From an optimization exercise on the open Yosys and OpenROAD flow, aimed at small area, a short achievable clock period and few clock cycles per item; shortcuts taken in it are not production practice.
At most, simulation tests tie the RTL to the original design; equivalence was not proved.
Only the layout flow was run in runs 3 and 4; the RTL was not checked for function there.
Power and IR drop assume default switching activity.

==> design.v <==
package kit_pkg;
  localparam int CAPACITY = 64;
  localparam int IDX_W    = (CAPACITY > 1) ? $clog2(CAPACITY) : 1;
  localparam int CNT_W    = $clog2(CAPACITY + 1);
  localparam logic [1:0] CMD_INSERT   = 2'd0;
  localparam logic [1:0] CMD_REMOVE   = 2'd1;
  localparam logic [1:0] CMD_LOOKUP   = 2'd2;
  localparam logic [1:0] CMD_CHEAPEST = 2'd3;
  localparam logic [2:0] ST_OK       = 3'd0;
  localparam logic [2:0] ST_FULL     = 3'd1;
  localparam logic [2:0] ST_DUP      = 3'd2;
  localparam logic [2:0] ST_EMPTY    = 3'd3;
  localparam logic [2:0] ST_NOTFOUND = 3'd4;
  localparam logic [2:0] ST_INSTOCK  = 3'd5;
endpackage
module keyed_item_table (
  input  logic        clk,
  input  logic        rst,
  input  logic        req_valid,
  output logic        req_ready,
  input  logic [1:0]  req_command,
  input  logic [31:0] req_item_key,
  input  logic [15:0] req_item_quantity,
  input  logic [31:0] req_item_price,
  output logic        rsp_valid,
  input  logic        rsp_ready,
  output logic [2:0]  rsp_status,
  output logic [31:0] rsp_found_key,
  output logic [15:0] rsp_found_quantity,
  output logic [31:0] rsp_found_price,
  output logic [6:0]  rsp_entry_count
);
  localparam int N = kit_pkg::CAPACITY;
  logic [31:0]  s_key   [N];
  logic [15:0]  s_qty   [N];
  logic [31:0]  s_price [N];
  logic [N-1:0] valid;
  logic [6:0]   fill;
  logic         v0;
  logic [1:0]   cmd0;
  logic [31:0]  key0;
  logic [15:0]  qty0;
  logic [31:0]  price0;
  logic         v1;
  logic [1:0]   cmd1;
  logic [31:0]  key1;
  logic [15:0]  qty1;
  logic [31:0]  price1;
  logic [N-1:0] m1;              
  logic         rdy;
  logic         rv;
  logic [2:0]   r_st;
  logic [79:0]  r_found;
  logic [6:0]   r_cnt;
  logic         sv;
  logic [2:0]   s_st;
  logic [6:0]   s_cnt;
  logic         s_give;
  logic [5:0]   s_idx;
  logic         a_v, b_v;
  logic [5:0]   a_idx, b_idx;
  logic [31:0]  a_price, b_price;
  logic         scan;            
  logic         full_scan;       
  logic [5:0]   ptr;
  logic         sc_p;            
  logic         sc_v;            
  logic [5:0]   sc_idx;
  logic [31:0]  sc_price;
  logic [N-1:0] match;
  logic [N-1:0] match_in;
  logic [N-1:0] qzero;
  logic [N-1:0] below;           
  logic [N:0]   below_x;
  logic [5:0]   hidx;
  always_comb begin
    for (int i = 0; i < N; i++) begin
      match_in[i] = valid[i] && (s_key[i] == key0);
      qzero[i] = (s_qty[i] == 16'd0);
    end
    hidx = '0;
    for (int i = 0; i < N; i++) if (match[i]) hidx = hidx | 6'(i);
  end
  logic [N-1:0] pre [7];
  assign pre[0] = valid;
  for (genvar l = 0; l < 6; l++) begin : g_pre
    for (genvar i = 0; i < N; i++) begin : g_bit
      if ((i >> l) & 1) begin : g_and
        assign pre[l+1][i] = pre[l][i] & pre[l][((i >> l) << l) - 1];
      end else begin : g_pass
        assign pre[l+1][i] = pre[l][i];
      end
    end
  end
  assign below   = {pre[6][N-2:0], 1'b1};
  assign below_x = {1'b0, below};
  assign match   = m1;
  logic hit, hit_qz, full, empty, busy, a_ok;
  logic is_ins, is_rem, is_look, is_cheap;
  logic go, ins_ok, rem_ok, give;
  logic [2:0] st;
  logic [6:0] fill_next;
  assign hit      = |match;
  assign hit_qz   = |(match & qzero);
  assign full     = fill[6];
  assign empty    = (fill == 7'd0);
  assign busy     = scan || sc_p;
  assign a_ok     = a_v && !(busy && full_scan);
  assign is_ins   = (cmd1 == kit_pkg::CMD_INSERT);
  assign is_rem   = (cmd1 == kit_pkg::CMD_REMOVE);
  assign is_look  = (cmd1 == kit_pkg::CMD_LOOKUP);
  assign is_cheap = (cmd1 == kit_pkg::CMD_CHEAPEST);
  assign go       = v1 && !sv && !(is_cheap && !empty && !a_ok);
  assign ins_ok   = go && is_ins && !full && !hit;
  assign rem_ok   = go && is_rem && hit && hit_qz;
  assign give     = go && ((is_look && hit) || (is_cheap && a_v));
  always_comb begin
    st = kit_pkg::ST_OK;
    case (cmd1)
      kit_pkg::CMD_INSERT: begin
        if (full) st = kit_pkg::ST_FULL;
        else if (hit) st = kit_pkg::ST_DUP;
      end
      kit_pkg::CMD_REMOVE: begin
        if (empty) st = kit_pkg::ST_EMPTY;
        else if (!hit) st = kit_pkg::ST_NOTFOUND;
        else if (!hit_qz) st = kit_pkg::ST_INSTOCK;
      end
      kit_pkg::CMD_LOOKUP: begin
        if (!hit) st = kit_pkg::ST_NOTFOUND;
      end
      default: begin
        if (empty) st = kit_pkg::ST_EMPTY;
      end
    endcase
  end
  assign fill_next = ins_ok ? fill + 7'd1 : rem_ok ? fill - 7'd1 : fill;
  logic         look_go, cheap_go, step;
  logic [N-1:0] rd_sel;
  logic [79:0]  rd;
  always_comb begin
    for (int i = 0; i < N; i++)
      rd_sel[i] = (sv && s_idx == 6'(i)) || (look_go && match[i]) ||
                  (cheap_go && a_idx == 6'(i)) || (step && ptr == 6'(i));
    rd = '0;
    for (int i = 0; i < N; i++)
      rd = rd | ({s_key[i], s_qty[i], s_price[i]} & {80{rd_sel[i]}});
  end
  logic        x_ok, x_lt_a, x_lt_b;
  logic        rem_a, rem_b;
  logic        new_lt_a, new_lt_b;
  logic        moved;
  logic [6:0]  nxt, ptr_next;
  logic [5:0]  a_sh, b_sh, x_sh, p_sh;
  assign x_ok     = sc_p && sc_v && !(a_v && a_idx == sc_idx) && !(rem_ok && match[sc_idx]);
  assign x_lt_a   = !a_v || sc_price < a_price;
  assign x_lt_b   = !b_v || sc_price < b_price;
  assign rem_a    = rem_ok && a_v && match[a_idx];
  assign rem_b    = rem_ok && b_v && match[b_idx];
  assign new_lt_a = price1 < a_price;
  assign new_lt_b = !b_v || price1 < b_price;
  assign a_sh     = a_idx  + {5'd0, ins_ok && below[a_idx]};
  assign b_sh     = b_idx  + {5'd0, ins_ok && below[b_idx]};
  assign x_sh     = sc_idx + {5'd0, ins_ok && below[sc_idx]};
  assign p_sh     = ptr    + {5'd0, ins_ok && below[ptr]};
  assign nxt      = step ? {1'b0, ptr} - 7'd1 : {1'b0, ptr};
  assign moved    = ins_ok && (step ? below[ptr] : below_x[{1'b0, ptr} + 7'd1]);
  assign ptr_next = nxt + {6'd0, moved};
  always_ff @(posedge clk) begin
    if (ins_ok) begin
      s_key[0]   <= key1;
      s_qty[0]   <= qty1;
      s_price[0] <= price1;
      for (int i = 1; i < N; i++) begin
        if (below[i]) begin
          s_key[i]   <= s_key[i-1];
          s_qty[i]   <= s_qty[i-1];
          s_price[i] <= s_price[i-1];
        end
      end
    end
  end
  always_ff @(posedge clk) begin
    if (rst) begin
      valid <= '0;
      fill  <= '0;
    end else begin
      if (ins_ok) begin
        valid[0] <= 1'b1;
        for (int i = 1; i < N; i++) if (below[i]) valid[i] <= valid[i-1];
      end else if (rem_ok) begin
        valid <= valid & ~match;
      end
      fill <= fill_next;
    end
  end
  logic       take, mv;
  logic       v0_next, v1_next;
  logic [1:0] cmd1_next;
  logic       r_free, sv_next;
  logic       busy_next, full_next, a_v_next, go_next;
  logic         same;
  logic [N-1:0] m_corr;
  assign take      = req_valid && rdy;
  assign same      = (key0 == key1);
  always_comb begin
    for (int i = 0; i < N; i++) begin
      if (ins_ok) m_corr[i] = (i == 0) ? same : below[i] ? match_in[i-1] : match_in[i];
      else        m_corr[i] = match_in[i] && !(rem_ok && m1[i]);
    end
  end
  assign mv        = v0 && (!v1 || go);
  assign v0_next   = take || (v0 && !mv);
  assign v1_next   = mv || (v1 && !go);
  assign cmd1_next = mv ? cmd0 : cmd1;
  assign r_free    = !rv || rsp_ready;
  assign sv_next   = sv ? !r_free : (go && !r_free);
  assign req_ready = rdy;
  always_ff @(posedge clk) begin
    if (rst) begin
      v0       <= 1'b0;
      v1       <= 1'b0;
      rdy      <= 1'b1;
      look_go  <= 1'b0;
      cheap_go <= 1'b0;
      step     <= 1'b0;
    end else begin
      v0  <= v0_next;
      v1  <= v1_next;
      rdy <= !v0_next || !v1_next ||
             (!sv_next && !(cmd1_next == kit_pkg::CMD_CHEAPEST && busy_next && full_next));
      look_go  <= go_next && cmd1_next == kit_pkg::CMD_LOOKUP;
      cheap_go <= go_next && cmd1_next == kit_pkg::CMD_CHEAPEST;
      step     <= scan_n && !sv_next && !(go_next && (cmd1_next == kit_pkg::CMD_LOOKUP ||
                                                      cmd1_next == kit_pkg::CMD_CHEAPEST));
    end
    if (take) begin
      cmd0   <= req_command;
      key0   <= req_item_key;
      qty0   <= req_item_quantity;
      price0 <= req_item_price;
    end
    if (mv) begin
      m1     <= m_corr;
      cmd1   <= cmd0;
      key1   <= key0;
      qty1   <= qty0;
      price1 <= price0;
    end
  end
  assign rsp_valid          = rv;
  assign rsp_status         = r_st;
  assign rsp_found_key      = r_found[79:48];
  assign rsp_found_quantity = r_found[47:32];
  assign rsp_found_price    = r_found[31:0];
  assign rsp_entry_count    = r_cnt;
  always_ff @(posedge clk) begin
    if (rst) begin
      rv <= 1'b0;
      sv <= 1'b0;
    end else begin
      if (r_free) begin
        if (sv) begin
          rv      <= 1'b1;
          r_st    <= s_st;
          r_cnt   <= s_cnt;
          r_found <= rd & {80{s_give}};
          sv      <= 1'b0;
        end else if (go) begin
          rv      <= 1'b1;
          r_st    <= st;
          r_cnt   <= fill_next;
          r_found <= rd & {80{give}};
        end else begin
          rv      <= 1'b0;
        end
      end else if (go) begin
        sv     <= 1'b1;
        s_st   <= st;
        s_cnt  <= fill_next;
        s_give <= give;
        s_idx  <= is_look ? hidx : a_idx;
      end
    end
  end
  logic scan_n, sc_p_n, full_scan_n;
  logic redo_b;                  
  logic redo_now;                
  always_comb begin
    scan_n      = scan;
    sc_p_n      = sc_p;
    full_scan_n = full_scan;
    a_v_next    = a_v;
    redo_now    = 1'b0;
    if (ins_ok && empty) begin
      scan_n = 1'b0; sc_p_n = 1'b0; a_v_next = 1'b1;
    end else if (ins_ok && a_ok && new_lt_a) begin
      scan_n = 1'b0; sc_p_n = 1'b0;
    end else if (ins_ok && !busy) begin
    end else if (rem_ok && !busy && (rem_a || rem_b)) begin
      if (rem_a) a_v_next = b_v;
      scan_n = b_v; sc_p_n = 1'b0; full_scan_n = 1'b0;
    end else if (busy && rem_a && !full_scan) begin
      a_v_next = b_v; scan_n = 1'b1; sc_p_n = 1'b0; full_scan_n = 1'b1;
    end else if (busy && (rem_a || (rem_b && full_scan))) begin
      a_v_next = 1'b0; scan_n = 1'b1; sc_p_n = 1'b0; full_scan_n = 1'b1;
    end else if (busy && rem_b) begin
      scan_n = 1'b1; sc_p_n = 1'b0;
    end else if (busy) begin
      sc_p_n = step;
      if (scan ? ptr_next[6] : !ins_ok) scan_n = 1'b0;
      else scan_n = 1'b1;
      if (x_ok && x_lt_a) a_v_next = 1'b1;
      if (redo_b && !scan_n && !step) begin
        redo_now = 1'b1; scan_n = 1'b1; full_scan_n = 1'b0;
      end
    end
  end
  assign busy_next = scan_n || sc_p_n;
  assign full_next = full_scan_n;
  assign go_next   = v1_next && !sv_next &&
                     !(cmd1_next == kit_pkg::CMD_CHEAPEST && fill_next != 7'd0 &&
                       !(a_v_next && !(busy_next && full_next)));
  always_ff @(posedge clk) begin
    if (rst) begin
      scan      <= 1'b0;
      sc_p      <= 1'b0;
      full_scan <= 1'b0;
      redo_b    <= 1'b0;
      a_v       <= 1'b0;
      b_v       <= 1'b0;
    end else begin
      scan      <= scan_n;
      sc_p      <= sc_p_n;
      full_scan <= full_scan_n;
      a_v       <= a_v_next;
      if (ins_ok && empty) begin
        a_idx   <= 6'd0;
        a_price <= price1;
        b_v     <= 1'b0;
        redo_b  <= 1'b0;
      end else if (ins_ok && a_ok && new_lt_a) begin
        a_idx   <= 6'd0;
        a_price <= price1;
        b_v     <= 1'b1;
        b_idx   <= a_sh;
        b_price <= a_price;
      end else if (ins_ok && !busy) begin
        a_idx <= a_sh;
        if (new_lt_b) begin
          b_v     <= 1'b1;
          b_idx   <= 6'd0;
          b_price <= price1;
        end else begin
          b_idx <= b_sh;
        end
      end else if (rem_ok && !busy && (rem_a || rem_b)) begin
        if (rem_a) begin
          a_idx   <= b_idx;
          a_price <= b_price;
        end
        b_v <= 1'b0;
        ptr <= 6'd63;
      end else if (busy && rem_a && !full_scan) begin
        a_idx   <= b_idx;
        a_price <= b_price;
        b_v     <= 1'b0;
        redo_b  <= 1'b1;
        if (sc_p) ptr <= sc_idx;
      end else if (busy && (rem_a || (rem_b && full_scan))) begin
        b_v    <= 1'b0;
        ptr    <= 6'd63;
        redo_b <= 1'b0;
      end else if (busy && rem_b) begin
        b_v <= 1'b0;
        ptr <= 6'd63;
      end else if (busy) begin
        ptr      <= scan ? ptr_next[5:0] : 6'd0;
        sc_v     <= valid[ptr] && !(rem_ok && match[ptr]);
        sc_idx   <= p_sh;
        sc_price <= rd[31:0];
        if (x_ok && x_lt_a) begin
          a_idx   <= x_sh;
          a_price <= sc_price;
          b_v     <= a_v;
          b_idx   <= a_sh;
          b_price <= a_price;
        end else if (x_ok && x_lt_b) begin
          a_idx   <= a_sh;
          b_v     <= 1'b1;
          b_idx   <= x_sh;
          b_price <= sc_price;
        end else begin
          a_idx <= a_sh;
          b_idx <= b_sh;
        end
        if (redo_now) begin
          b_v    <= 1'b0;
          ptr    <= 6'd63;
          redo_b <= 1'b0;
        end
      end else if (ins_ok) begin
        a_idx <= a_sh;
        b_idx <= b_sh;
      end
    end
  end
endmodule
==> run.sh <==
#!/bin/bash
# synth_recipe.tcl (not shown) runs the flow's synth.tcl, then flattens the netlist and writes it again
# the make line also repeats each setting of config.mk as NAME=value (left out here)
make -C /OpenROAD-flow-scripts/flow DESIGN_CONFIG=/design/flow/config.mk WORK_HOME=/design/flow/orfs CLKGATE_MAP_FILE= SYNTH_SCRIPT=/design/flow/synth_recipe.tcl finish
==> config.mk <==
export PLATFORM = sky130hd
export DESIGN_NAME = keyed_item_table
export DESIGN_NICKNAME = keyed_item_table
export VERILOG_FILES = /design/flow/design.v
export SDC_FILE = /design/flow/constraint.sdc
export NUM_CORES = 4
export LEC_CHECK = 0
export ABC_CLOCK_PERIOD_IN_PS = 5000
export CAP_MARGIN = 20
export CELL_PAD_IN_SITES_DETAIL_PLACEMENT = 2
export CORE_MARGIN = 2
export CORE_UTILIZATION = 18
export PLACE_DENSITY = 0.3
export SLEW_MARGIN = 20
==> constraint.sdc <==
create_clock -name core_clock -period 8.0 [get_ports {clk}]
set_input_delay 1.6000 -clock core_clock [delete_from_list [all_inputs] [get_ports {clk}]]
set_output_delay 1.6000 -clock core_clock [all_outputs]
set_load 0.01 [all_outputs]
==> impl_results.md, run 1 <==
* Status: finished with violations
* Violated Checks: antenna rules, capacitance limit, slew limit
* DRT iter0 DRCs at 45872
* Worst Skew at 0.1061 ns
* Peak fanout along the critical path at 8
* Input/output buffers at between 150 and 200
* Die width at 1160 um
* Slew at the pin with the worst max-slew slack at about 1.6 ns
* Root buffer cell: clkbuf_16
* Tmin final at 7.266 ns
* Initial core utilization at 18.05%
* Post-synthesis sequential area ratio at 70.34%
* Synth warn at 5
* Cell count after synthesis at 15549
* Startpoint types: flip-flop
* Antenna violations before repair at ~650
* CTS Sinks at 5661
* Leakage at approximately 90 nW
* Mean post-synth cell area at 15.46 um^2
* Average wire per standard cell at 69.38 um
* Final Hold Violating Endpoints at 0
* DP Wirelength at 1795000 um
* Hold Path Class: flip-flop to flip-flop
* FF+latch count, synth at 5661
* Post_cts resized at 0
* Ports at around 180
* Synth top area cells: edfxtp_1 (70%), xnor2_1 (6.4%), a221oi_1 (3.8%)
* Max Root-Sink Buffers at 5
* RD Place Congestion at between 1 and 1.5
* Post-synth EDFFs at 5574
* Final Cycle Share at 90.83%
* First-pass DRT Iterations at 8
* Main synth FF type: edfxtp_1
* WP data required at 9.00 ns
* Maximum VDD drop at roughly 180 uV
* Hold buffer count at CTS at 0
* Die ar. at 1345000 um^2
* Setup Buffers After CTS at 0
* Synth cell types at between 80 and 90
* Vias in the first global route at 181565
* Worst-path clk slew at 0.06 ns
* RSZ-0062 raised after global routing: false
* Syn nets at about 16000
* Relative slew margins at -3.843%
* Post-synth design cell area at 240400 um^2
* Worst path max stage delay at 0.89 ns
* Crit path cell chain: nand2_1 > or3_1 > nor3_2 > nand3_1 > o22a_1 > o211ai_1 > nand4_1 > a32o_1 > nor3_1 > a21o_1 > ha_1 > ha_1 > o21ai_0 > a221oi_1 > xnor2_1 > mux2i_1 > buf_4 > nor3b_1 > nand2_1 > nor2_1 > a21o_1 > a21oi_1 > o21ai_0
* Power Dens Cells at 240.3 nW/um^2
* Final WL at 2474000 um
* Fin cells at 35661
* Std cell rows at 424
* Area leader, netlist: edfxtp_1
* Max Cap Viol at 4
* Total gr overflow at 0
* Max Slew Vio Count at 3
* H-tree depth at 6
* Share of layout cells above drive strength 1 at 18.54%
* DR DRC count at 0
* Worst setup EP type: flip-flop
* First-pass GRT wire length at between 2000000 and 3000000 um
* Synth-to-Final Area Change at 26.36%
* Clock Latency Late Sink at between 1 and 1.5 ns
* Vias at 210431
* Nets@finish at 17013
* GRT Total Usage at 35.23%
* Detail Route Antenna Nets at 1
* Fmax at between 0.1 and 0.15 GHz
* Num CTS Buffers at 725
* Synth top area share at 69.62%
* Post-synth top cells: edfxtp_1 (5574), xnor2_1 (1755), a221oi_1 (1043)
* Post-layout util at 22.81%
* CTS tree: built
* Cell count after placement at between 30000 and 40000
* Worst path arrival time at 8.26 ns
* Largest net degree at the start of global routing at 77
* CORE AREA at ~1300000 um^2
* Asr flop ratio synth at 0%
* Post-DR vias/cell at 5.901
* Slowest CP cell: nor3_2
* Fillers at 141960
* Endpoints failing setup at 0
* Die Span Y at 1160 um
* Most common cell in the netlist: edfxtp_1
* Crit path kind: flip-flop to flip-flop
layer usage:
metal,part of all wire [%],up-vias,track usage [%],wire (um)
met5,0.046,-,0,1141
li1,-,66919,-,-
met3,11,4782,12.01,278100
met1,40,117620,45.29,988200
met2,42,20945,50.80,1027000
met4,7.3,165,21.49,179700
per-stage QoR:
step	total power, mW	hold WS, ns	setup slack (ns)	area, um^2	TNS (ns)
after CTS	72.76	0.3796	0.8852	301600	0
after global routing	73.72	0.3966	0.5442	302900	0
after detailed placement	39.27	0.4056	0.9662	278600	0
final	73.00	0.3890	0.7339	303800	0
after floorplan	34.74	0.4003	-1.197	240500	-436.53
after global placement	39.27	0.4023	0.6496	277500	0
placed cells by master (no fill, tap or decap), drive strengths merged, types with 87 or more instances in the layout:
cell / count
a22o: 1037
edfxtp: 5574
a21oi: 345
nand4: 816
clkdlybuf4s50: 176
inv: 169
nor4: 464
mux4: 91
dfxtp: 87
nand3: 273
o21ai: 186
diode: 601
a221oi: 1043
xnor2: 1755
nor3: 156
a22oi: 507
nand2: 267
clkinv: 329
nor2: 350
clkbuf: 901
ha: 142
buf: 1388
xor2: 343
o22ai: 96
registers in the layout, indices dropped and copies added (netlist names), 32 cells and up:
name	count
price1	32
m1	64
price0	32
sc_price	32
key1	32
key0	32
b_price	32
s_key	2048
s_qty	1024
r_found	80
a_price	32
valid	64
s_price	2048
critical path, delay by kind of cell, from the launching register on:
family	cells	cell delay, ns
xor+xnor	1	0.15
fa+ha+maj	2	0.49
flops	1	0.51
buf+inv	1	0.15
compound gates	9	2.24
simple gates	9	3.28
mux	1	0.21
logic make-up after synthesis:
group | share of synthesized area (%)
DFF | 70.34
AOI/OAI and AO/OA | 11.59
and+or+nand+nor | 6.442
xor gates and xnor gates | 7.643
buffers and inverters | 1.909
muxes | 1.331
adders and majority gates | 0.7390
where the power goes:
group | leakage [nW] | switching (mW) | internal [mW]
registers | 48.5 | 0.127 | 32.2
clock network | 11.2 | 15.4 | 18.5
logic | 30.3 | 5.28 | 1.47
path summary, 6_finish.rpt:
path                              start  cells after the start                   end  slack [ns]
setup / recovery  valid[5]$_SDFFE_PP0P_                     23  ptr[1]$_SDFFCE_PP1P_        0.73
hold / removal        qty0[6]$_DFFE_PP_                      0     qty1[6]$_DFFE_PP_        0.39
setup reg to reg  valid[5]$_SDFFE_PP0P_                     23  ptr[1]$_SDFFCE_PP1P_        0.73
hold reg to reg       qty0[6]$_DFFE_PP_                      0     qty1[6]$_DFFE_PP_        0.39
area by class of cell:
cell class | count | area [um^2] | area share [%]
sequential | 5661 | 169100 | 55.67
multi-input combinational | 8686 | 71970 | 23.69
tap | 17679 | 22120 | 7.281
clock buffer | 900 | 18970 | 6.243
timing repair buffer | 1565 | 15360 | 5.056
clock inverter | 423 | 4035 | 1.328
antenna | 601 | 1504 | 0.4950
inverter | 146 | 718.2 | 0.2364
Testbench counts, summed over its fixed seeds: cycles 4,917, requests 4,800.
==> run 2, diff against run 1 <==
--- a/config.mk
+++ b/config.mk
@@ -9,6 +9,6 @@
 export CAP_MARGIN = 20
-export CELL_PAD_IN_SITES_DETAIL_PLACEMENT = 2
 export CORE_MARGIN = 2
-export CORE_UTILIZATION = 18
-export PLACE_DENSITY = 0.3
+export CORE_UTILIZATION = 25
+export MIN_ROUTING_LAYER = met2
+export PLACE_DENSITY = 0.45
 export SLEW_MARGIN = 20
==> impl_results.md, run 2 <==
* Std cell rows at 360 (-15%)
* Synth top area share at 69.62% (unchanged)
* FF+latch count, synth at 5661 (unchanged)
* Post-synth EDFFs at 5574 (unchanged)
* Root buffer cell: clkbuf_16
* Synth cell types at 85 (unchanged)
* Main synth FF type: edfxtp_1
* Syn nets at 15777 (unchanged)
* Cell count after placement at 29182 (-13%)
* Stopped at: global routing (5_1_grt)
* GRT Total Usage at 94.18%
* Ports at 178 (unchanged)
* Post-synth top cells: edfxtp_1 (5574), xnor2_1 (1755), a221oi_1 (1043)
* Initial core utilization at 25.05% (+7.0 points)
* CTS Sinks at 5661 (unchanged)
* Cell count after synthesis at 15549 (unchanged)
* Vias in the first global route at 355578
* Hold buffer count at CTS at 0 (unchanged)
* Mean post-synth cell area at 15.46 um^2 (unchanged)
* Area leader, netlist: edfxtp_1
* Die Span Y at 984.7 um (-15%)
* Synth top area cells: edfxtp_1 (70%), xnor2_1 (6.4%), a221oi_1 (3.8%)
* Post-synthesis sequential area ratio at 70.34% (unchanged)
* Largest net degree at the start of global routing at 76
* First-pass GRT wire length at 4052000 um
* Total gr overflow at approximately 21000
* DP Wirelength at 1912000 um (+6.5%)
* Most common cell in the netlist: edfxtp_1
* Asr flop ratio synth at 0% (unchanged)
* RD Place Congestion at 1.402 (+31%)
* Post-synth design cell area at 240400 um^2 (unchanged)
* Area after DPL at 275200 um^2 (-1.2%)
* Status: aborted with a tool error
* Die width at 984.7 um (-15%)
* Num CTS Buffers at 698 (-3.7%)
* Synth warn at 5 (unchanged)
* Post_cts resized at 0 (unchanged)
* Max Root-Sink Buffers at 5 (unchanged)
* H-tree depth at 6 (unchanged)
* Err: [ERROR GRT-0116] Global routing finished with congestion. Check the congestion regions in the DRC Viewer.
* Input/output buffers at 177 (unchanged)
* Setup Buffers After CTS at 0 (unchanged)
[run 2: how the worst max path moves through the flow]
stage                      startpoint                    to  slack, ns  cells after the start
4_1_cts        valid[19]$_SDFFE_PP0P_  ptr[4]$_SDFFCE_PP1P_       0.12                     31
3_5_place_dp   valid[19]$_SDFFE_PP0P_  ptr[4]$_SDFFCE_PP1P_       0.13                     31
3_3_place_gp   valid[19]$_SDFFE_PP0P_  ptr[4]$_SDFFCE_PP1P_      -0.44                     31
2_1_floorplan        m1[30]$_DFFE_PP_      m1[49]$_DFFE_PP_      -1.20                      9
[run 2: kinds of logic after synthesis]
| family | Yosys count | share of synthesized area (%) |
|---|---|---|
| DFF | 5661 | 70.34 |
| AOI/OAI and AO/OA | 3531 | 11.59 |
| and+or+nand+nor | 2717 | 6.442 |
| xor gates and xnor gates | 2098 | 7.643 |
| buffers and inverters | 1202 | 1.909 |
| muxes | 198 | 1.331 |
| adders and majority gates | 142 | 0.7390 |
[run 2: through the flow]
stage	hold WS (ns)	setup WS, ns
2_1_floorplan	0.4003	-1.197
3_3_place_gp	0.4043	-0.4360
3_5_place_dp	0.4057	0.1349
4_1_cts	0.3533	0.1217
[run 2: power groups by stage]
| stage | sequential, mW | clock (mW) | combinational (mW) |
|---|---|---|---|
| floorplan | 32.9 | 0 | 1.84 |
| global placement | 33.0 | 0 | 6.18 |
| detailed placement | 33.0 | 0 | 6.16 |
| CTS | 32.4 | 32.7 | 6.19 |
[run 2: layer usage]
metal / track usage (%) / overflow
met4: 82.23 / 1293
met5: 91.69 / 2013
met1: - / -
met2: 93.31 / 2247
met3: 103.0 / 15841
==> run 3, diff against run 2 <==
--- a/design.v
+++ b/design.v
@@ -140,5 +140,8 @@
   logic [79:0]  rd;
+  assign look_go  = go && is_look;
+  assign cheap_go = go && is_cheap && a_v;
+  assign step     = scan && !sv && !(go && (is_look || is_cheap));
   always_comb begin
     for (int i = 0; i < N; i++)
-      rd_sel[i] = (sv && s_idx == 6'(i)) || (look_go && match[i]) ||
+      rd_sel[i] = (sv && s_give && s_idx == 6'(i)) || (look_go && match[i]) ||
                   (cheap_go && a_idx == 6'(i)) || (step && ptr == 6'(i));
@@ -200,3 +203,3 @@
   logic       r_free, sv_next;
-  logic       busy_next, full_next, a_v_next, go_next;
+  logic       busy_next, full_next, a_v_next;
   logic         same;
@@ -220,8 +223,5 @@
     if (rst) begin
-      v0       <= 1'b0;
-      v1       <= 1'b0;
-      rdy      <= 1'b1;
-      look_go  <= 1'b0;
-      cheap_go <= 1'b0;
-      step     <= 1'b0;
+      v0  <= 1'b0;
+      v1  <= 1'b0;
+      rdy <= 1'b1;
     end else begin
@@ -231,6 +231,2 @@
              (!sv_next && !(cmd1_next == kit_pkg::CMD_CHEAPEST && busy_next && full_next));
-      look_go  <= go_next && cmd1_next == kit_pkg::CMD_LOOKUP;
-      cheap_go <= go_next && cmd1_next == kit_pkg::CMD_CHEAPEST;
-      step     <= scan_n && !sv_next && !(go_next && (cmd1_next == kit_pkg::CMD_LOOKUP ||
-                                                      cmd1_next == kit_pkg::CMD_CHEAPEST));
     end
@@ -286,4 +282,2 @@
   logic scan_n, sc_p_n, full_scan_n;
-  logic redo_b;                  
-  logic redo_now;                
   always_comb begin
@@ -293,3 +287,2 @@
     a_v_next    = a_v;
-    redo_now    = 1'b0;
     if (ins_ok && empty) begin
@@ -302,4 +295,2 @@
       scan_n = b_v; sc_p_n = 1'b0; full_scan_n = 1'b0;
-    end else if (busy && rem_a && !full_scan) begin
-      a_v_next = b_v; scan_n = 1'b1; sc_p_n = 1'b0; full_scan_n = 1'b1;
     end else if (busy && (rem_a || (rem_b && full_scan))) begin
@@ -313,5 +304,2 @@
       if (x_ok && x_lt_a) a_v_next = 1'b1;
-      if (redo_b && !scan_n && !step) begin
-        redo_now = 1'b1; scan_n = 1'b1; full_scan_n = 1'b0;
-      end
     end
@@ -320,5 +308,2 @@
   assign full_next = full_scan_n;
-  assign go_next   = v1_next && !sv_next &&
-                     !(cmd1_next == kit_pkg::CMD_CHEAPEST && fill_next != 7'd0 &&
-                       !(a_v_next && !(busy_next && full_next)));
   always_ff @(posedge clk) begin
@@ -328,3 +313,2 @@
       full_scan <= 1'b0;
-      redo_b    <= 1'b0;
       a_v       <= 1'b0;
@@ -340,3 +324,2 @@
         b_v     <= 1'b0;
-        redo_b  <= 1'b0;
       end else if (ins_ok && a_ok && new_lt_a) begin
@@ -363,12 +346,5 @@
         ptr <= 6'd63;
-      end else if (busy && rem_a && !full_scan) begin
-        a_idx   <= b_idx;
-        a_price <= b_price;
-        b_v     <= 1'b0;
-        redo_b  <= 1'b1;
-        if (sc_p) ptr <= sc_idx;
       end else if (busy && (rem_a || (rem_b && full_scan))) begin
-        b_v    <= 1'b0;
-        ptr    <= 6'd63;
-        redo_b <= 1'b0;
+        b_v <= 1'b0;
+        ptr <= 6'd63;
       end else if (busy && rem_b) begin
@@ -396,7 +372,2 @@
         end
-        if (redo_now) begin
-          b_v    <= 1'b0;
-          ptr    <= 6'd63;
-          redo_b <= 1'b0;
-        end
       end else if (ins_ok) begin
--- a/config.mk
+++ b/config.mk
@@ -7,8 +7,7 @@
 export LEC_CHECK = 0
-export ABC_CLOCK_PERIOD_IN_PS = 5000
+export ABC_CLOCK_PERIOD_IN_PS = 3500
 export CAP_MARGIN = 20
 export CORE_MARGIN = 2
-export CORE_UTILIZATION = 25
-export MIN_ROUTING_LAYER = met2
-export PLACE_DENSITY = 0.45
+export CORE_UTILIZATION = 35
+export SETUP_SLACK_MARGIN = 4.0
 export SLEW_MARGIN = 20
==> impl_results.md, run 3 <==
* Largest net degree at the start of global routing at 64
* DP Wirelength at 1625000 um (-15%)
* Hold buffer count at CTS at 0 (unchanged)
* Post-synth EDFFs at 5574 (unchanged)
* Post-synth design cell area at 241400 um^2 (+0.39%)
* Syn nets at 16010 (+1.5%)
* Synth warn at 5 (unchanged)
* Synth top area cells: edfxtp_1 (69%), xnor2_1 (6.5%), a22oi_1 (3.6%)
* CTS Sinks at 5657 (-0.071%)
* Mean post-synth cell area at 15.29 um^2 (-1.1%)
* Synth cell types at 89 (+4.7%)
* FF+latch count, synth at 5657 (-0.071%)
* Die Span Y at 834.4 um (-15%)
* Dpl ws at 2.148 ns (+2.013 ns)
* First-pass GRT wire length at 3278000 um
* Area after DPL at 266200 um^2 (-3.3%)
* Root buffer cell: clkbuf_16
* Ports at 178 (unchanged)
* Stopped at: global routing (5_1_grt)
* Err: [ERROR GRT-0116] Global routing finished with congestion. Check the congestion regions in the DRC Viewer.
* Total gr overflow at 218
* Vias in the first global route at 232293
* Initial core utilization at 35.06% (+10 points)
* RD Place Congestion at 1.228 (-12%)
* Status: aborted with a tool error
* Num CTS Buffers at 644 (-7.7%)
* Cell count after synthesis at 15783 (+1.5%)
* Max Root-Sink Buffers at 4 (-1)
* Area leader, netlist: edfxtp_1
* Post-synth top cells: edfxtp_1 (5574), xnor2_1 (1784), a22oi_1 (1158)
* Std cell rows at 305 (-15%)
* Main synth FF type: edfxtp_1
* GRT Total Usage at 74.64%
* Cell count after placement at 25280 (-13%)
* H-tree depth at 6 (unchanged)
* Post-synthesis sequential area ratio at 70.04% (-0.31 points)
* Input/output buffers at 177 (unchanged)
* Die width at 834.4 um (-15%)
* Synth top area share at 69.35% (-0.27 points)
* Asr flop ratio synth at 0% (unchanged)
* Most common cell in the netlist: edfxtp_1
-- run 3: changes by cell type after synthesis, moves of 124 or more --
cell,previous run,this run
a222oi_1,3,172
a22o_1,1037,643
a22oi_1,507,1158
nand3_1,272,400
a221oi_1,1043,556
buf_2,24,148
-- run 3: worst min path at each step --
stage,from,endpoint,depth (start not counted)
after global placement,price0[8]$_DFFE_PP_,price1[8]$_DFFE_PP_,0
after floorplan,price0[0]$_DFFE_PP_,price1[0]$_DFFE_PP_,0
after CTS,s_price[22][3]$_DFFE_PP_,s_price[23][3]$_DFFE_PP_,0
after detailed placement,price0[28]$_DFFE_PP_,price1[28]$_DFFE_PP_,0
-- run 3: cell families after synthesis --
logic type,Yosys count,share of synthesized area (%)
DFF,5657,70.04
xor gates and xnor gates,2103,7.631
muxes,163,1.163
AOI/OAI and AO/OA,3583,11.49
buffers and inverters,1290,2.118
adders and majority gates,141,0.7309
and+or+nand+nor,2846,6.830
-- run 3: power by group through the flow --
| stage | logic [mW] | clock network (mW) | registers, mW |
|---|---|---|---|
| after floorplan | 1.87 | 0 | 32.9 |
| after global placement | 5.20 | 0 | 33.0 |
| after detailed placement | 5.18 | 0 | 33.0 |
| after CTS | 6.44 | 30.7 | 32.3 |
-- run 3: repair_timing --
action,in CTS
resized for setup,2555
pin swaps,762
buffers inserted,1230
setup endpoints to repair,5312
cloned,203
-- run 3: routing by layer --
metal  overflow  global-route usage [%]
met5          0                   34.77
met4        109                   71.82
met3          0                   63.56
met2        108                   86.15
met1          1                   76.64
==> run 4, diff against run 3 <==
--- a/design.v
+++ b/design.v
@@ -38,7 +38,2 @@
   logic [6:0]   fill;
-  logic         v0;
-  logic [1:0]   cmd0;
-  logic [31:0]  key0;
-  logic [15:0]  qty0;
-  logic [31:0]  price0;
   logic         v1;
@@ -77,3 +72,3 @@
     for (int i = 0; i < N; i++) begin
-      match_in[i] = valid[i] && (s_key[i] == key0);
+      match_in[i] = valid[i] && (s_key[i] == req_item_key);
       qzero[i] = (s_qty[i] == 16'd0);
@@ -199,4 +194,4 @@
   end
-  logic       take, mv;
-  logic       v0_next, v1_next;
+  logic       take;
+  logic       v1_next;
   logic [1:0] cmd1_next;
@@ -207,3 +202,3 @@
   assign take      = req_valid && rdy;
-  assign same      = (key0 == key1);
+  assign same      = (req_item_key == key1);
   always_comb begin
@@ -214,6 +209,4 @@
   end
-  assign mv        = v0 && (!v1 || go);
-  assign v0_next   = take || (v0 && !mv);
-  assign v1_next   = mv || (v1 && !go);
-  assign cmd1_next = mv ? cmd0 : cmd1;
+  assign v1_next   = take || (v1 && !go);
+  assign cmd1_next = take ? req_command : cmd1;
   assign r_free    = !rv || rsp_ready;
@@ -223,3 +216,2 @@
     if (rst) begin
-      v0  <= 1'b0;
       v1  <= 1'b0;
@@ -227,19 +219,12 @@
     end else begin
-      v0  <= v0_next;
       v1  <= v1_next;
-      rdy <= !v0_next || !v1_next ||
-             (!sv_next && !(cmd1_next == kit_pkg::CMD_CHEAPEST && busy_next && full_next));
+      rdy <= !v1_next || (!sv_next && !(cmd1_next == kit_pkg::CMD_CHEAPEST &&
+                                        busy_next && full_next));
     end
     if (take) begin
-      cmd0   <= req_command;
-      key0   <= req_item_key;
-      qty0   <= req_item_quantity;
-      price0 <= req_item_price;
-    end
-    if (mv) begin
       m1     <= m_corr;
-      cmd1   <= cmd0;
-      key1   <= key0;
-      qty1   <= qty0;
-      price1 <= price0;
+      cmd1   <= req_command;
+      key1   <= req_item_key;
+      qty1   <= req_item_quantity;
+      price1 <= req_item_price;
     end
--- a/config.mk
+++ b/config.mk
@@ -7,7 +7,7 @@
 export LEC_CHECK = 0
-export ABC_CLOCK_PERIOD_IN_PS = 3500
+export ABC_CLOCK_PERIOD_IN_PS = 3000
 export CAP_MARGIN = 20
 export CORE_MARGIN = 2
-export CORE_UTILIZATION = 35
-export SETUP_SLACK_MARGIN = 4.0
+export CORE_UTILIZATION = 32
+export SETUP_SLACK_MARGIN = 4.5
 export SLEW_MARGIN = 20
==> impl_results.md, run 4 <==
* RD Place Congestion at 1.243 (+1.2%)
* Post-synthesis sequential area ratio at 68.13% (-1.9 points)
* Most common cell in the netlist: edfxtp_1
* Max Root-Sink Buffers at 4 (unchanged)
* Synth cell types at 93 (+4.5%)
* Simple-gate share of the synthesized area at 7.484% (+0.65 points)
* Die Span Y at 878.0 um (+5.2%)
* Synth Area in Adders at 0.7217% (-0.0093 points)
* DP Wirelength at 1963000 um (+21%)
* Num CTS Buffers at 642 (-0.31%)
* Input/output buffers at 177 (unchanged)
* GRT Total Usage at 89.03%
* Main synth FF type: edfxtp_1
* Std cell rows at 321 (+5.2%)
* Root buffer cell: clkbuf_16
* Asr flop ratio synth at 0% (unchanged)
* First-pass GRT wire length at 4566000 um
* Stopped at: global routing (5_1_grt)
* Synth top area share at 67.46% (-1.9 points)
* Initial core utilization at 32.05% (-3.0 points)
* Mean post-synth cell area at 14.76 um^2 (-3.5%)
* Synth top area cells: edfxtp_1 (67%), xnor2_1 (5.9%), a22oi_1 (4.2%)
* Area leader, netlist: edfxtp_1
* Ports at 178 (unchanged)
* H-tree depth at 6 (unchanged)
* Synth warn at 5 (unchanged)
* Post-synth EDFFs at 5492 (-1.5%)
* Syn nets at 16788 (+4.9%)
* Total gr overflow at 13241
* Synth Area in Compound Gates at 12.70% (+1.2 points)
* Status: aborted with a tool error
* Post-synth top cells: edfxtp_1 (5492), xnor2_1 (1659), a22oi_1 (1382)
* Mux cell area share after synthesis at 1.260% (+0.096 points)
* Cell count after placement at 27601 (+9.2%)
* Main combinational cell family by area after synthesis: compound AO/OA/AOI/OAI gates
* Synth Area in XOR/XNOR at 7.542% (-0.090 points)
* Vias in the first global route at 317270
* FF+latch count, synth at 5574 (-1.5%)
* Err: [ERROR GRT-0116] Global routing finished with congestion. Check the congestion regions in the DRC Viewer.
* Die width at 878.0 um (+5.2%)
* CTS Sinks at 5574 (-1.5%)
* Cell count after synthesis at 16561 (+4.9%)
* Largest net degree at the start of global routing at 48
* Post-synth design cell area at 244500 um^2 (+1.3%)
-- run 4: cell count changes after synthesis, sizes merged, moves of 91 or more --
cell | previous run | this run
o21ai | 242 | 385
a222oi | 172 | 339
xor2 | 319 | 446
a221oi | 556 | 465
a22o | 643 | 495
a22oi | 1159 | 1382
xnor2 | 1784 | 1659
nand2 | 235 | 568
-- run 4: what timing repair did --
item | CTS
buffers inserted | 2288
hold buffers | 0
endpoints found under the hold margin | 0
pin swaps | 819
setup endpoints to repair | 5784
cloned | 570
resized for setup | 5113
-- run 4: through the flow --
stage                     total power, mW  cell area [um^2]  worst slack, ns
after global placement              36.89            275300          0.07149
after floorplan                     33.74            244700            2.123
after detailed placement            36.89            276900           0.4506
after CTS                           67.63            360200            3.405
-- run 4: cells by family after synthesis --
family,after synthesis
simple gates,3251
flops,5574
mux,190
xor+xnor,2105
compound gates,3989
buf+inv,1311
fa+ha+maj,141
-- run 4: metal layers --
layer	GRT overflow	GRT usage [%]
met5	87	62.24
met4	4181	86.82
met3	759	82.16
met2	7444	97.34
met1	770	89.61
-- run 4: power by group through the flow --
stage	sequential (mW)	clock [mW]	combinational [mW]
2_1_floorplan	32.3	0	1.41
4_1_cts	31.7	30.3	5.56
3_5_place_dp	32.4	0	4.51
3_3_place_gp	32.4	0	4.51
-- run 4: worst min path at each step --
stage | to | slack (ns) | depth (start not counted)
2_1_floorplan | s_qty[0][0]$_DFFE_PP_ | 0.40 | 0
3_3_place_gp | s_qty[0][15]$_DFFE_PP_ | 0.41 | 0
3_5_place_dp | s_qty[0][8]$_DFFE_PP_ | 0.40 | 0
4_1_cts | s_price[29][7]$_DFFE_PP_ | 0.41 | 0

[static timing again, ports no longer ideal]
The flow's constraints put no driver on any port. The routed layout listed below was extracted and timed again, unchanged, in two steps. Step 1, drivers: a clkbuf_16 drives clk and a buf_2 each remaining input, both assumed. Step 2 adds t to the input delays and takes it off the output delays; t is the mean of the earliest and latest rising clock arrival at the registers after step 1. Input paths then give back, and output paths get back, about the clock's delay inside the block. a / b / c = ideal ports / drivers / drivers and shift; a / b = the first two.
run: run 1
shift t [ns]: 1.358
setup slack, ns: 0.734 / 0.734 / 0.734
pins driven straight from the clock port: 1
For run 1, drivers alone change the setup slack by 0.000 ns; drivers and shift together by 0.000 ns.
